Source: an optimization exercise on an open RTL-to-GDS flow (aim: small area). Production flows keep margins and buffers that such runs may drop.
Where RTL was checked, it was by simulation tests only, not by an equivalence proof against the original.
Power figures rest on the tool's default switching activity, not on a simulated workload.

Setup of the previous run:
==> flow/design.v <==
`timescale 1ns / 1ps
package gcsd_pkg;
  localparam int DISPLAY_COLUMNS = 13;
  localparam int CHAR_DEPTH      = 2 * DISPLAY_COLUMNS;
  localparam int CFG_INDEX_W     = 1;
  localparam int CFG_DATA_W      = 48;
endpackage
`timescale 1ns / 1ps
module gcsd_ram (
  input  logic       clk,
  input  logic [6:0] ins,     
  input  logic [7:0] wdata,
  output logic [7:0] head     
);
  logic [7:0] slot [26];
  always_ff @(posedge clk) begin
    for (int i = 0; i < 26; i++) begin
      if (i % 4 == 0 && ins[i / 4]) begin
        slot[i] <= wdata;
      end else begin
        slot[i] <= slot[(i + 1) % 26];
      end
    end
  end
  assign head = slot[0];
endmodule
`timescale 1ns / 1ps
module gcsd_frame (
  input  logic       clk,
  input  logic       rst,
  input  logic       byte_en,
  input  logic [7:0] rx_byte,
  output logic       tgt_a_we,
  output logic       tgt_b_we,
  output logic       char_we,
  output logic [7:0] operand_hi
);
  logic [1:0] frame_pos;
  logic [1:0] pos_eff;
  logic [1:0] cmd_cls;       
  logic       apply;
  assign pos_eff = (rx_byte == 8'hFF) ? 2'd0 : frame_pos;
  assign apply   = byte_en && (pos_eff == 2'd3);
  always_ff @(posedge clk) begin
    if (rst) begin
      frame_pos <= 2'd0;
    end else if (byte_en) begin
      frame_pos <= pos_eff + 2'd1;
    end
  end
  always_ff @(posedge clk) begin
    if (byte_en && pos_eff == 2'd1) begin
      cmd_cls <= (rx_byte[7:2] == 6'd0) ? rx_byte[1:0] : 2'd0;
    end
    if (byte_en && pos_eff[1]) begin
      operand_hi <= rx_byte;
    end
  end
  assign tgt_a_we = apply && (cmd_cls == 2'd1);
  assign tgt_b_we = apply && (cmd_cls == 2'd2);
  assign char_we  = apply && (cmd_cls == 2'd3) && (operand_hi < 8'd26);
endmodule
`timescale 1ns / 1ps
module gcsd_stepper (
  input  logic        clk,
  input  logic        rst,
  input  logic        cfg_wen,
  input  logic        cfg_index,
  input  logic [47:0] cfg_data,
  input  logic        tgt_a_we,
  input  logic        tgt_b_we,
  input  logic [15:0] tgt_word,
  input  logic        tick,
  output logic [7:0]  drive
);
  logic [47:0] table_a, table_b;
  logic        loaded_a, loaded_b;
  logic        x_is_b;              
  logic [15:0] position_x, position_y;
  logic [15:0] target_x, target_y;
  logic [2:0]  phase_x, phase_y;
  logic [2:0]  phase_x_next, phase_y_next, phase_a_next, phase_b_next;
  logic        up_x, dn_x, up_y, dn_y;
  logic        inc_x, dec_x, inc_y, dec_y;    
  logic        we_x, we_y;
  logic        load_x, load_y;
  logic [15:0] tgt_word_r;
  function automatic logic [2:0] phase_step(input logic [2:0] ph, input logic up,
                                            input logic dn);
    logic [1:0] m3;
    m3 = ph[2:1];
    if (up)      m3 = (m3 == 2'd2) ? 2'd0 : m3 + 2'd1;
    else if (dn) m3 = (m3 == 2'd0) ? 2'd2 : m3 - 2'd1;
    phase_step = {m3, ph[0] ^ (up | dn)};
  endfunction
  function automatic logic [1:0] compare(input logic [15:0] p, input logic [15:0] t);
    logic [15:0] lt, gt;
    for (int i = 0; i < 16; i++) begin
      lt[i] = !p[i] && t[i];
      gt[i] = p[i] && !t[i];
    end
    for (int w = 1; w < 16; w = w * 2) begin
      for (int i = 0; i < 16; i = i + 2 * w) begin
        lt[i] = lt[i + w] || (!gt[i + w] && lt[i]);
        gt[i] = gt[i + w] || (!lt[i + w] && gt[i]);
      end
    end
    compare = {lt[0], gt[0]};
  endfunction
  function automatic logic [15:0] step(input logic [15:0] p, input logic up, input logic dn);
    logic c;
    c = up | dn;
    for (int i = 0; i < 16; i++) begin
      step[i] = p[i] ^ c;
      c = c & (p[i] ^ dn);
    end
  endfunction
  assign {up_x, dn_x} = compare(position_x, target_x);
  assign {up_y, dn_y} = compare(position_y, target_y);
  assign phase_x_next = phase_step(phase_x, up_x, dn_x);
  assign phase_y_next = phase_step(phase_y, up_y, dn_y);
  assign phase_a_next = x_is_b ? phase_y_next : phase_x_next;
  assign phase_b_next = x_is_b ? phase_x_next : phase_y_next;
  logic [5:0] sel_a, sel_b;
  always_comb begin
    for (int k = 0; k < 6; k++) begin
      sel_a[k] = loaded_a && (phase_a_next == {2'(k % 3), 1'(k % 2)});
      sel_b[k] = loaded_b && (phase_b_next == {2'(k % 3), 1'(k % 2)});
    end
    drive = 8'h00;
    for (int k = 0; k < 6; k++) begin
      drive = drive | ({8{sel_a[k]}} & table_a[8*k +: 8]) | ({8{sel_b[k]}} & table_b[8*k +: 8]);
    end
  end
  always_ff @(posedge clk) begin
    if (cfg_wen && !cfg_index) table_a <= cfg_data;
    if (cfg_wen &&  cfg_index) table_b <= cfg_data;
  end
  assign we_x = x_is_b ? tgt_b_we : tgt_a_we;
  assign we_y = x_is_b ? tgt_a_we : tgt_b_we;
  assign tgt_word_r = rst ? 16'd0 : tgt_word;
  assign load_x     = we_y || rst;
  assign load_y     = we_x || rst;
  always_ff @(posedge clk) begin
    target_x <= load_x ? tgt_word_r : target_y;
    target_y <= load_y ? tgt_word_r : target_x;
  end
  always_ff @(posedge clk) begin
    if (rst) begin
      loaded_a   <= 1'b0;
      loaded_b   <= 1'b0;
      x_is_b     <= 1'b0;
      position_x <= '0;
      position_y <= '0;
      phase_x    <= '0;
      phase_y    <= '0;
      inc_x      <= 1'b0;
      dec_x      <= 1'b0;
      inc_y      <= 1'b0;
      dec_y      <= 1'b0;
    end else begin
      if (cfg_wen && !cfg_index) loaded_a <= 1'b1;
      if (cfg_wen &&  cfg_index) loaded_b <= 1'b1;
      x_is_b     <= !x_is_b;
      position_x <= position_y;
      position_y <= step(position_x, inc_x, dec_x);
      if (tick) begin
        phase_x <= phase_y_next;
        phase_y <= phase_x_next;
        inc_x   <= up_y;
        dec_x   <= dn_y;
        inc_y   <= up_x;
        dec_y   <= dn_x;
      end else begin
        phase_x <= phase_y;
        phase_y <= phase_x;
        inc_x   <= inc_y;
        dec_x   <= dec_y;
        inc_y   <= 1'b0;
        dec_y   <= 1'b0;
      end
    end
  end
endmodule
`timescale 1ns / 1ps
module gcsd_display (
  input  logic       clk,
  input  logic       rst,
  input  logic       char_we,     
  input  logic [4:0] char_addr,
  input  logic [7:0] char_data,
  input  logic [7:0] held_data,   
  input  logic       poll,        
  output logic       at_col0,     
  output logic       row,         
  output logic       busy,        
  output logic       rd_done,     
  output logic [7:0] rd_data
);
  logic [4:0] rot;         
  logic [4:0] entry;       
  logic       clearing;    
  logic [1:0] wwait;       
  logic [2:0] wslot;       
  logic [5:0] diff;
  logic [4:0] slot_idx;    
  logic [6:0] ins;
  logic [7:0] wdata;
  logic       now;
  assign diff     = {1'b0, char_addr} - {1'b0, rot} - 6'd1;
  assign slot_idx = diff[5] ? diff[4:0] + 5'd26 : diff[4:0];
  assign now      = char_we && (slot_idx[1:0] == 2'd0);
  always_comb begin
    for (int k = 0; k < 7; k++) begin
      ins[k] = rst || clearing ||
               (now && slot_idx[4:2] == 3'(k)) ||
               (wwait == 2'd1 && wslot == 3'(k));
    end
  end
  assign wdata = (rst || clearing) ? 8'h00 : (char_we ? char_data : held_data);
  gcsd_ram u_ring (
    .clk   (clk),
    .ins   (ins),
    .wdata (wdata),
    .head  (rd_data)
  );
  assign row     = entry[0];    
  assign rd_done = busy && (rot == entry) && (wwait == 2'd0);
  always_ff @(posedge clk) begin
    if (char_we) wslot <= slot_idx[4:2];
  end
  always_ff @(posedge clk) begin
    if (rst) begin
      rot      <= '0;
      entry    <= '0;
      at_col0  <= 1'b1;
      busy     <= 1'b0;
      clearing <= 1'b1;
      wwait    <= '0;
    end else begin
      rot <= (rot == 5'd25) ? 5'd0 : rot + 5'd1;
      if (rot == 5'd2) clearing <= 1'b0;
      if (char_we)              wwait <= slot_idx[1:0];
      else if (wwait != 2'd0)   wwait <= wwait - 2'd1;
      if (poll) begin
        if (at_col0) at_col0 <= 1'b0;
        else         busy    <= 1'b1;
      end
      if (rd_done) begin
        busy    <= 1'b0;
        entry   <= (entry == 5'd25) ? 5'd0 : entry + 5'd1;
        at_col0 <= (entry == 5'd12) || (entry == 5'd25);
      end
    end
  end
endmodule
`timescale 1ns / 1ps
module gauge_command_stepper_display (
  input  logic                             clk,
  input  logic                             rst,
  input  logic                             in_valid,
  output logic                             in_ready,
  input  logic [1:0]                       in_func,
  input  logic [7:0]                       in_rx_byte,
  output logic                             out_valid,
  input  logic                             out_ready,
  output logic                             out_kind,
  output logic [7:0]                       out_value,
  output logic                             out_lcd_is_data,
  input  logic                             cfg_wen,
  input  logic [gcsd_pkg::CFG_INDEX_W-1:0] cfg_index,
  input  logic [gcsd_pkg::CFG_DATA_W-1:0]  cfg_data
);
  logic       in_acc, byte_en, tick, poll;
  logic       tgt_a_we, tgt_b_we, char_we;
  logic [7:0] operand_hi;
  logic [7:0] drive;
  logic       at_col0, row, busy, rd_done;
  logic [7:0] rd_data;
  logic       o_valid;
  logic       o_kind;
  logic       o_is_data;
  logic [7:0] o_value;
  logic       tick_wait;    
  assign in_ready = !o_valid && !busy && !tick_wait;
  assign in_acc   = in_valid && in_ready;
  assign byte_en  = in_acc && (in_func == 2'd0);
  assign tick     = in_acc && (in_func == 2'd1);
  assign poll     = in_acc && (in_func == 2'd2);
  gcsd_frame u_frame (
    .clk        (clk),
    .rst        (rst),
    .byte_en    (byte_en),
    .rx_byte    (in_rx_byte),
    .tgt_a_we   (tgt_a_we),
    .tgt_b_we   (tgt_b_we),
    .char_we    (char_we),
    .operand_hi (operand_hi)
  );
  gcsd_stepper u_stepper (
    .clk       (clk),
    .rst       (rst),
    .cfg_wen   (cfg_wen),
    .cfg_index (cfg_index),
    .cfg_data  (cfg_data),
    .tgt_a_we  (tgt_a_we),
    .tgt_b_we  (tgt_b_we),
    .tgt_word  ({operand_hi, in_rx_byte}),
    .tick      (tick),
    .drive     (drive)
  );
  gcsd_display u_display (
    .clk       (clk),
    .rst       (rst),
    .char_we   (char_we),
    .char_addr (operand_hi[4:0]),
    .char_data (in_rx_byte),
    .held_data (operand_hi),
    .poll      (poll),
    .at_col0   (at_col0),
    .row       (row),
    .busy      (busy),
    .rd_done   (rd_done),
    .rd_data   (rd_data)
  );
  always_ff @(posedge clk) begin
    if (rst) begin
      o_valid   <= 1'b0;
      tick_wait <= 1'b0;
    end else begin
      tick_wait <= tick;
      if (tick_wait || (poll && at_col0) || rd_done) begin
        o_valid <= 1'b1;
      end else if (out_ready) begin
        o_valid <= 1'b0;
      end
    end
  end
  always_ff @(posedge clk) begin
    if (tick || poll) begin
      o_kind    <= poll;
      o_is_data <= poll && !at_col0;
    end
    if (tick) begin
      o_value <= drive;
    end else if (poll && at_col0) begin
      o_value <= {1'b1, row, 6'd0};
    end else if (rd_done) begin
      o_value <= rd_data;
    end
  end
  assign out_valid       = o_valid;
  assign out_kind        = o_kind;
  assign out_value       = o_value;
  assign out_lcd_is_data = o_is_data;
endmodule
export LEC_CHECK = 0
export CAP_MARGIN = 20
export CORE_MARGIN = 2
export CORE_UTILIZATION = 40
export CTS_BUF_LIST = sky130_fd_sc_hd__clkbuf_8
export CTS_CLUSTER_DIAMETER = 60
export CTS_CLUSTER_SIZE = 16
export SLEW_MARGIN = 20
create_clock -name core_clock -period 5.0 [get_ports {clk}]
standard.sh (not shown) runs the stock make flow with config.mk's settings and CLKGATE_MAP_FILE= SYNTH_SCRIPT=/design/flow/synth_recipe.tcl, a recipe that flattens the netlist after the stock synthesis.
==> flow/flow/run.sh <==
#!/bin/bash
# The standard layout with these changes:
#  - synthesis maps the logic with an area-oriented ABC script (flow/abc_area.script)
#    in place of ORFS's speed script, and leaves adders to ABC as plain logic
#    (ADDER_MAP_FILE empty); everything else in synthesis is unchanged;
#  - the port buffers are made from the smallest buffer cell.
# Each step's full output goes to its own log here: synth.log, layout.log.
set -euo pipefail
here=$PWD
rm -rf scripts_area
cp -r "$FLOW_HOME/scripts" scripts_area
cp flow/abc_area.script scripts_area/abc_speed.script
bash standard.sh "SCRIPTS_DIR=$here/scripts_area" "ADDER_MAP_FILE=" synth > synth.log 2>&1
bash standard.sh "BUFFER_PORTS_ARGS=-buffer_cell sky130_fd_sc_hd__buf_1" finish > layout.log 2>&1
==> flow/flow/abc_area.script <==
strash
balance; rewrite; refactor; balance; rewrite; rewrite -z; balance; refactor -z; rewrite -z; balance
&get -n
&deepsyn -J 50 -T 200
&put
dch -f
amap
topo
dnsize -c
Input changes introduced in the current run (baseline for comparison: the previous run):
--- a/flow/design.v
+++ b/flow/design.v
@@ -69,21 +69,21 @@
   input  logic [47:0] cfg_data,
   input  logic        tgt_a_we,
   input  logic        tgt_b_we,
   input  logic [15:0] tgt_word,
   input  logic        tick,
+  input  logic        stepping,   
   output logic [7:0]  drive
 );
   logic [47:0] table_a, table_b;
   logic        loaded_a, loaded_b;
   logic        x_is_b;              
   logic [15:0] position_x, position_y;
   logic [15:0] target_x, target_y;
   logic [2:0]  phase_x, phase_y;
   logic [2:0]  phase_x_next, phase_y_next, phase_a_next, phase_b_next;
   logic        up_x, dn_x, up_y, dn_y;
-  logic        inc_x, dec_x, inc_y, dec_y;    
   logic        we_x, we_y;
   logic        load_x, load_y;
   logic [15:0] tgt_word_r;
   function automatic logic [2:0] phase_step(input logic [2:0] ph, input logic up,
                                             input logic dn);
@@ -152,34 +152,22 @@
       x_is_b     <= 1'b0;
       position_x <= '0;
       position_y <= '0;
       phase_x    <= '0;
       phase_y    <= '0;
-      inc_x      <= 1'b0;
-      dec_x      <= 1'b0;
-      inc_y      <= 1'b0;
-      dec_y      <= 1'b0;
     end else begin
       if (cfg_wen && !cfg_index) loaded_a <= 1'b1;
       if (cfg_wen &&  cfg_index) loaded_b <= 1'b1;
       x_is_b     <= !x_is_b;
       position_x <= position_y;
-      position_y <= step(position_x, inc_x, dec_x);
+      position_y <= step(position_x, stepping && up_x, stepping && dn_x);
       if (tick) begin
         phase_x <= phase_y_next;
         phase_y <= phase_x_next;
-        inc_x   <= up_y;
-        dec_x   <= dn_y;
-        inc_y   <= up_x;
-        dec_y   <= dn_x;
       end else begin
         phase_x <= phase_y;
         phase_y <= phase_x;
-        inc_x   <= inc_y;
-        dec_x   <= dec_y;
-        inc_y   <= 1'b0;
-        dec_y   <= 1'b0;
       end
     end
   end
 endmodule
 `timescale 1ns / 1ps
@@ -279,12 +267,12 @@
   logic [7:0] rd_data;
   logic       o_valid;
   logic       o_kind;
   logic       o_is_data;
   logic [7:0] o_value;
-  logic       tick_wait;    
-  assign in_ready = !o_valid && !busy && !tick_wait;
+  logic [1:0] tick_wait;    
+  assign in_ready = !o_valid && !busy && !tick_wait[0];
   assign in_acc   = in_valid && in_ready;
   assign byte_en  = in_acc && (in_func == 2'd0);
   assign tick     = in_acc && (in_func == 2'd1);
   assign poll     = in_acc && (in_func == 2'd2);
   gcsd_frame u_frame (
@@ -305,10 +293,11 @@
     .cfg_data  (cfg_data),
     .tgt_a_we  (tgt_a_we),
     .tgt_b_we  (tgt_b_we),
     .tgt_word  ({operand_hi, in_rx_byte}),
     .tick      (tick),
+    .stepping  (tick_wait != 2'b00),
     .drive     (drive)
   );
   gcsd_display u_display (
     .clk       (clk),
     .rst       (rst),
@@ -324,14 +313,14 @@
     .rd_data   (rd_data)
   );
   always_ff @(posedge clk) begin
     if (rst) begin
       o_valid   <= 1'b0;
-      tick_wait <= 1'b0;
+      tick_wait <= 2'b00;
     end else begin
-      tick_wait <= tick;
-      if (tick_wait || (poll && at_col0) || rd_done) begin
+      tick_wait <= {tick_wait[0], tick};
+      if (tick_wait[0] || (poll && at_col0) || rd_done) begin
         o_valid <= 1'b1;
       end else if (out_ready) begin
         o_valid <= 1'b0;
       end
     end
Notes after the runs:
- Looking at critical-path cell with the highest stage delay, the sky130_fd_sc_hd__nor3_1 result is from the current run; the sky130_fd_sc_hd__a222oi_1 one comes from the previous run.
- Against the previous run, non-clock buffer count in the current run rose by a little under 10%.
- Routed wire in the current run totals less than in the previous run.
- Relative to the previous run, the final cell area reported for the current run is higher.
- The previous run and the current run ended up with roughly the same number of fill cells.
- Comparing the previous run with the current run, the placed standard-cell area came out essentially unchanged.
- Combinational power (the current run over the previous run): decrease, about 37%
- Compared with the previous run, the current run shows hold slack higher by 0.0049 ns.
- Comparing the previous run and the current run, global placement routability congestion is higher on the current run.
- Measured against each other, the previous run and the current run differ in clock-buffer cell count, the higher figure coming from the current run.
- Looking at minimum setup slack in the final design, the current run sits 0.076 ns lower than the previous run does.
- The switching portion of total power in the current run was lower than what the previous run gave.
For the current run, only the layout was checked, not whether the RTL still works.

afterwards: timing with drivers on the ports:
No port has a modelled driver above. Below, the same layouts with a new extraction and two added sets of constraints.
Step 1, drivers: a clkbuf_16 drives clk and a buf_2 each remaining input, both assumed.
Step 2, shift: input delay + t, output delay - t, t = (earliest + latest rising clock arrival at the registers) / 2. This alone moves slack from input paths to output paths.
Three values: no drivers, after step 1, after step 2; two values: the first two.
run | shift t [ns] | slack for setup (ns) | slew at the worst register clock pin (ns) | pins driven straight from the clock port
the previous run | 0.585 | 0.470 / 0.470 / 0.470 | 0.10 / 0.10 | 1
the current run | 0.583 | 0.394 / 0.394 / 0.394 | 0.11 / 0.11 | 1
After both steps every run listed still meets setup and hold.
